Background: an optimization exercise with open tools, aiming at small area, a short achievable clock period and few clock cycles. Do not read the settings as production practice.
Where RTL was checked, it was by simulation tests only, not by an equivalence proof against the original.
No driver is modelled on the clock port, so clocking that relies on it looks cheaper here than on a real chip.
Power and IR drop assume default switching activity.

==> module l2_wb_storage, before the edit <==
module l2_wb_storage (
    input  logic                clk_i,
    input  logic                load_w_i,
    input  logic                load_r_i,
    input  logic                hold_i,      
    input  l2_wb_types::line_t  wdata_i,
    input  l2_wb_types::line_t  rdata_i,
    output l2_wb_types::line_t  data_o
);
    l2_wb_types::line_t data_q;
    always_ff @(posedge clk_i) begin
        data_q <= ({l2_wb_types::LINE_WIDTH{load_w_i}} & wdata_i)
                | ({l2_wb_types::LINE_WIDTH{load_r_i}} & rdata_i)
                | ({l2_wb_types::LINE_WIDTH{hold_i}}   & data_q);
    end
    assign data_o = data_q;
endmodule
==> module l2_write_buffer, before the edit <==
module l2_write_buffer (
    input  logic   clk_i,
    input  logic   rst_i,
    input  logic   l2_read,
    input  logic   l2_write,
    input  l2_wb_types::addr_t  l2_address,
    input  l2_wb_types::line_t  l2_wdata,
    output logic   l2_resp,
    output l2_wb_types::line_t  l2_rdata,
    output logic   pmem_read,
    output logic   pmem_write,
    output l2_wb_types::addr_t  pmem_address,
    output l2_wb_types::line_t  pmem_wdata,
    input  logic   pmem_resp,
    input  l2_wb_types::line_t  pmem_rdata,
    output logic   wb_empty
);
    logic                   resp_q;
    logic                   pmem_read_q;
    logic                   pmem_write_q;
    logic                   dirty_q;       
    logic                   valid_q;       
    logic                   resp_i_q;
    logic                   rd_i_q;        
    logic                   wr_i_q;        
    l2_wb_types::lineaddr_t line_q;        
    l2_wb_types::line_t     data;
    logic hit;
    logic free;      
    logic new_req;   
    logic load_w;
    logic start_rd;
    logic rd_hit;
    logic fill;      
    logic take;      
    logic keep;      
    logic hold;      
    logic resp_d;
    logic rd_d;
    logic wr_d;
    assign hit      = valid_q && (line_q == l2_wb_types::line_of(l2_address));
    assign free     = !(rd_i_q || wr_i_q) || pmem_resp;
    assign new_req  = !resp_i_q && !rd_i_q;
    assign load_w   = new_req && l2_write && free;
    assign rd_hit   = new_req && l2_read && hit;
    assign start_rd = new_req && l2_read && !hit && free;
    assign fill     = rd_i_q && pmem_resp;
    assign take     = new_req && (l2_read || l2_write) && free;
    assign keep     = resp_i_q || rd_i_q || !(l2_read || l2_write) || (wr_i_q && !pmem_resp);
    assign hold     = !rd_i_q && (resp_i_q || !l2_write || (wr_i_q && !pmem_resp));
    assign resp_d   = load_w || rd_hit || fill;
    assign rd_d     = start_rd || (rd_i_q && !pmem_resp);
    assign wr_d     = load_w || (wr_i_q && !pmem_resp);
    l2_wb_storage u_storage (
        .clk_i   (clk_i),
        .load_w_i(load_w),
        .load_r_i(rd_i_q),
        .hold_i  (hold),
        .wdata_i (l2_wdata),
        .rdata_i (pmem_rdata),
        .data_o  (data)
    );
    always_ff @(posedge clk_i or posedge rst_i) begin
        if (rst_i) begin
            resp_q       <= 1'b0;
            pmem_read_q  <= 1'b0;
            pmem_write_q <= 1'b0;
            dirty_q      <= 1'b0;
            valid_q      <= 1'b0;
        end else begin
            resp_q       <= resp_d;
            pmem_read_q  <= rd_d;
            pmem_write_q <= wr_d;
            if (load_w) begin
                dirty_q <= 1'b1;
            end else if (wr_i_q && pmem_resp) begin
                dirty_q <= 1'b0;
            end
            if (load_w || fill) begin
                valid_q <= 1'b1;
            end else if (start_rd) begin
                valid_q <= 1'b0;
            end
        end
    end
    always_ff @(posedge clk_i) begin
        resp_i_q <= !rst_i && resp_d;
        rd_i_q   <= !rst_i && rd_d;
        wr_i_q   <= !rst_i && wr_d;
        line_q <= ({l2_wb_types::LINE_ADDR_WIDTH{take}} & l2_wb_types::line_of(l2_address))
                | ({l2_wb_types::LINE_ADDR_WIDTH{keep}} & line_q);
    end
    assign l2_resp      = resp_q;
    assign l2_rdata     = data;
    assign pmem_read    = pmem_read_q;
    assign pmem_write   = pmem_write_q;
    assign pmem_address = l2_wb_types::line_base(line_q);
    assign pmem_wdata   = data;
    assign wb_empty     = !dirty_q;
endmodule
clock: 5.0 ns
lec_check: 0
cap_margin: 20
core_area: 10 10 250 250
cts_cluster_diameter: 100
cts_cluster_size: 20
die_area: 0 0 260 260
setup_slack_margin: 2.8
slew_margin: 20
standard.sh (not shown) runs the stock make flow with config.mk's settings and CLKGATE_MAP_FILE= SYNTH_SCRIPT=/design/flow/synth_recipe.tcl, a recipe that flattens the netlist after the stock synthesis.
==> flow/flow/run.sh <==
#!/bin/bash
# Standard layout (standard.sh) with: port buffers made from the smallest plain
# buffer, high-fanout nets split into buffer trees before timing repair, the
# pins placed on more metal layers so that the die can be smaller, and the four
# pins of each data bit (l2_wdata, pmem_rdata, l2_rdata, pmem_wdata) kept
# together.
set -euo pipefail
export BUFFER_PORTS_ARGS="-buffer_cell sky130_fd_sc_hd__buf_1"
export PRE_RESIZE_TCL="$PWD/flow/pre_resize.tcl"
pins=""
if [[ -f flow/pins.args ]]; then pins="$(cat flow/pins.args)"; fi
if [[ -f flow/group_bits ]]; then
  for i in $(seq 0 255); do
    pins="$pins -group_pins {l2_wdata[$i] pmem_rdata[$i] l2_rdata[$i] pmem_wdata[$i]}"
  done
fi
export PLACE_PINS_ARGS="$pins"
if [[ -f flow/io_v.txt ]]; then export IO_PLACER_V="$(cat flow/io_v.txt)"; fi
if [[ -f flow/io_h.txt ]]; then export IO_PLACER_H="$(cat flow/io_h.txt)"; fi
if [[ -f flow/post_cts.tcl ]]; then export POST_CTS_TCL="$PWD/flow/post_cts.tcl"; fi
bash standard.sh > standard_flow.log 2>&1
==> flow/flow/group_bits <==
group
==> flow/flow/io_v.txt <==
met2 met4
==> flow/flow/pre_resize.tcl <==
# no fanout limit
Then changed:
--- a/flow/design.v
+++ b/flow/design.v
@@ -18,16 +18,17 @@
     input  logic                clk_i,
     input  logic                load_w_i,
     input  logic                load_r_i,
-    input  logic                hold_i,      
     input  l2_wb_types::line_t  wdata_i,
     input  l2_wb_types::line_t  rdata_i,
     output l2_wb_types::line_t  data_o
 );
     l2_wb_types::line_t data_q;
+    logic hold;
+    assign hold = !(load_w_i || load_r_i);
     always_ff @(posedge clk_i) begin
         data_q <= ({l2_wb_types::LINE_WIDTH{load_w_i}} & wdata_i)
                 | ({l2_wb_types::LINE_WIDTH{load_r_i}} & rdata_i)
-                | ({l2_wb_types::LINE_WIDTH{hold_i}}   & data_q);
+                | ({l2_wb_types::LINE_WIDTH{hold}}     & data_q);
     end
     assign data_o = data_q;
 endmodule
@@ -67,7 +68,6 @@
     logic fill;      
     logic take;      
     logic keep;      
-    logic hold;      
     logic resp_d;
     logic rd_d;
     logic wr_d;
@@ -80,7 +80,6 @@
     assign fill     = rd_i_q && pmem_resp;
     assign take     = new_req && (l2_read || l2_write) && free;
     assign keep     = resp_i_q || rd_i_q || !(l2_read || l2_write) || (wr_i_q && !pmem_resp);
-    assign hold     = !rd_i_q && (resp_i_q || !l2_write || (wr_i_q && !pmem_resp));
     assign resp_d   = load_w || rd_hit || fill;
     assign rd_d     = start_rd || (rd_i_q && !pmem_resp);
     assign wr_d     = load_w || (wr_i_q && !pmem_resp);
@@ -88,7 +87,6 @@
         .clk_i   (clk_i),
         .load_w_i(load_w),
         .load_r_i(rd_i_q),
-        .hold_i  (hold),
         .wdata_i (l2_wdata),
         .rdata_i (pmem_rdata),
         .data_o  (data)
After rerunning: The changed run finished clean; total power increases by 2.1%; non-clock buffer count increases by 3; register-to-register slack gets better by 0.08 ns; design area decreases by about 0.4%; via count decreases by about 6%; worst setup slack gets better by 0.033 ns; clock power decreases by about 4%; wire length decreases by about 2.5%; maximum frequency increases by about 1.5%; cell count decreases by about 9%; utilization decreases by 0.11 points; clock skew hardly moves; hold slack gets better by 0.023 ns; critical path depth increases by 1.
Testbench counts after the change, summed over its fixed seeds: cycles 25,351.
The RTL of the first run of this note was laid out without a check of its function.

## re-timing with driven ports
In the flow no input, the clock included, has a driving cell. The finished layouts below were timed again as built, in two steps. Step 1 (the two cells are an assumption about what drives the block):
set clk [get_ports {clk_i}]
set_driving_cell -lib_cell sky130_fd_sc_hd__clkbuf_16 $clk
set_driving_cell -lib_cell sky130_fd_sc_hd__buf_2 [delete_from_list [all_inputs] $clk]
Step 2 also shifts input and output timing later by t, the mid clock arrival at the registers, as if the neighbouring blocks saw the same clock. a / b / c = ideal / step 1 / step 2; a / b = the first two.
| run | t (ns) | setup WS [ns] | hold WS [ns] | pins driven straight from the clock port |
|---|---|---|---|---|
| the first run | 0.585 | 2.853 / 2.788 / 2.305 | 0.433 / 0.417 / 0.487 | 1 |
| the second run | 0.555 | 2.885 / 2.836 / 2.308 | 0.455 / 0.471 / 0.474 | 1 |
After both steps setup and hold are still met in every run listed. The setup slack of the second run, which loses most, moves by -0.049 ns with the drivers and by -0.577 ns with both steps.
